Background: an optimization exercise with open tools, aiming at small area. Do not read the settings as production practice.
In this exercise RTL edits were held to simulation tests only and were not proved equivalent to the original.
No activity file was given, so power comes from the tool's default toggle rates.

## alpha
Design regfile, start of the top module:
module regfile
(
  input  logic                 clk_in,
  input  logic                 rst_in,
  input  logic                 rdy_in,
  input  logic                 clear,
  input  logic                 issue_valid,
  input  logic [4:0]           issue_rd,
  input  logic [regfile_pkg::ROB_WIDTH-1:0] issue_rob_id,
  input  logic [4:0]           rs1,
  input  logic [4:0]           rs2,
  output logic [31:0]          val1,
  output logic [31:0]          val2,
  output logic                 has_dep1,
  output logic                 has_dep2,
  output logic [regfile_pkg::ROB_WIDTH-1:0] dep1,
  output logic [regfile_pkg::ROB_WIDTH-1:0] dep2,
  output logic [regfile_pkg::ROB_WIDTH-1:0] search_rob_id_1,
  output logic [regfile_pkg::ROB_WIDTH-1:0] search_rob_id_2,
  input  logic                 search_ready_1,
  input  logic                 search_ready_2,
  input  logic [31:0]          search_val_1,
  input  logic [31:0]          search_val_2,
  input  logic                 commit_valid,
  input  logic [regfile_pkg::ROB_WIDTH-1:0] commit_rob_id,
  input  logic [4:0]           commit_reg_id,
  input  logic [31:0]          commit_val
);
  logic [32*31-1:0] regs_flat;
  logic [4*31-1:0]  tags_flat;
  logic [31:1]      busy;
  logic [31:1]      cdec, idec, reg_we, tag_we, busy_set, busy_clr;
  ...
==> flow/config.mk <==
export PLATFORM = sky130hd
export DESIGN_NAME = regfile
export DESIGN_NICKNAME = regfile
export VERILOG_FILES = /design/flow/design.v
export SDC_FILE = /design/flow/constraint.sdc
export NUM_CORES = 4
export LEC_CHECK = 0
export CAP_MARGIN = 20
export CORE_MARGIN = 2
export CORE_UTILIZATION = 45
export SETUP_SLACK_MARGIN = 0.4
export SLEW_MARGIN = 20
==> flow/constraint.sdc <==
create_clock -name core_clock -period 8.0 [get_ports {clk_in}]
set_input_delay 1.6000 -clock core_clock [delete_from_list [all_inputs] [get_ports {clk_in}]]
set_output_delay 1.6000 -clock core_clock [all_outputs]
set_load 0.01 [all_outputs]
standard.sh (not shown) runs the stock make flow with config.mk's settings and CLKGATE_MAP_FILE= SYNTH_SCRIPT=/design/flow/synth_recipe.tcl, a recipe that flattens the netlist after the stock synthesis.
==> flow/flow/run.sh <==
#!/bin/bash
# Own layout flow: the standard synthesis, then its logic between the flip-flops
# is replaced by a hand-mapped netlist (flow/gen_netlist.py) holding the very same
# flip-flops (names and cell types, checked by flow/check_regs.py); the rest of the
# layout is the standard one. Each tool's output goes to a log file here.
set -euo pipefail
R=orfs/results/${FLOW_PLATFORM}/regfile/base
bash standard.sh synth > log_synth_standard.txt 2>&1
python3 flow/gen_netlist.py hand_netlist.v > log_gen_netlist.txt 2>&1
if python3 flow/check_regs.py $R/1_2_yosys.v hand_netlist.v > log_check_regs.txt 2>&1; then
  cp $R/1_2_yosys.v standard_1_2_yosys.v
  cp hand_netlist.v $R/1_2_yosys.v
  rm -f $R/1_synth.odb $R/1_synth.sdc
  bash standard.sh synth > log_synth_odb.txt 2>&1
else
  echo "flip-flops differ; keeping the standard netlist" >> log_check_regs.txt
fi
# Port buffers: a plain buffer (the standard flow picks a delay cell); clock
# tree: larger sink clusters and no dummy loads.
bash standard.sh finish \
  "BUFFER_PORTS_ARGS=-buffer_cell sky130_fd_sc_hd__buf_1" \
  "CTS_ARGS=-sink_clustering_enable -repair_clock_nets -dont_use_dummy_load -buf_list {sky130_fd_sc_hd__clkbuf_4 sky130_fd_sc_hd__clkbuf_8 sky130_fd_sc_hd__clkbuf_16} -sink_clustering_size 25 -sink_clustering_max_diameter 80" \
  > log_layout.txt 2>&1
Other scripts of this flow, unchanged in this note and not shown: flow/flow/check_regs.py, flow/flow/gen_netlist.py
The flow did not stop early for alpha: all stages ran, and the layout cleared the timing, design-rule and antenna checks.
Input-level comparison between beta and alpha:
Settings: CORE_UTILIZATION: 45 -> 50.
--- a/flow/flow/run.sh
+++ b/flow/flow/run.sh
@@ -21,3 +21,3 @@
   "BUFFER_PORTS_ARGS=-buffer_cell sky130_fd_sc_hd__buf_1" \
-  "CTS_ARGS=-sink_clustering_enable -repair_clock_nets -dont_use_dummy_load -buf_list {sky130_fd_sc_hd__clkbuf_4 sky130_fd_sc_hd__clkbuf_8 sky130_fd_sc_hd__clkbuf_16} -sink_clustering_size 25 -sink_clustering_max_diameter 80" \
+  "CTS_ARGS=-sink_clustering_enable -repair_clock_nets -dont_use_dummy_load -buf_list {sky130_fd_sc_hd__clkbuf_4 sky130_fd_sc_hd__clkbuf_8 sky130_fd_sc_hd__clkbuf_16} -sink_clustering_size 30 -sink_clustering_max_diameter 80" \
   > log_layout.txt 2>&1
## What came out
alpha -> beta: layout overhead on the synthesized area flat. Measured against beta, the largest fanout on the critical path of alpha comes out at 1.20 times the reference value. The x dimension of the die of beta falls short of that of alpha by 5.1%. Compared with alpha, beta shows critical path depth higher by 2. When the final numbers for beta and alpha were put side by side, the depth of the most critical reg-to-reg path turned out to be smaller in beta. Changes observed in beta relative to alpha: combinational share of power rose 0.3 points, wire length went up by 4300 µm. Any difference in multi-input gate share of total cell area between alpha and beta is small enough to ignore. Between beta and alpha, global-route wire length before repair is higher for beta, alpha comes in under that.

-- port drivers added, routing unchanged --
No port has a modelled driver above. Below, the same layouts with a new extraction and two added sets of constraints. Step 1 sets driving cells, clkbuf_16 on the clock port and buf_2 on the other inputs (assumed; they add their load-dependent delay and slew). Step 2, shift: input delay + t, output delay - t, t = (earliest + latest rising clock arrival at the registers) / 2. This alone moves slack from input paths to output paths. Three values: ideal, step 1, step 2; two values: the first two.
| run | t (ns) | slack for setup (ns) | worst setup path at the end | clock arrival spread, ns | slew at the worst register clock pin (ns) |
|---|---|---|---|---|---|
| alpha | 0.762 | 0.523 / 0.495 / 0.495 | input to output | 0.073 / 0.073 | 0.10 / 0.10 |
| beta | 0.732 | 0.491 / 0.466 / 0.466 | input to output | 0.078 / 0.078 | 0.11 / 0.11 |
After both steps every run listed still meets setup and hold. The setup slack of alpha, which loses most, moves by -0.028 ns with the drivers and by -0.028 ns with both steps.
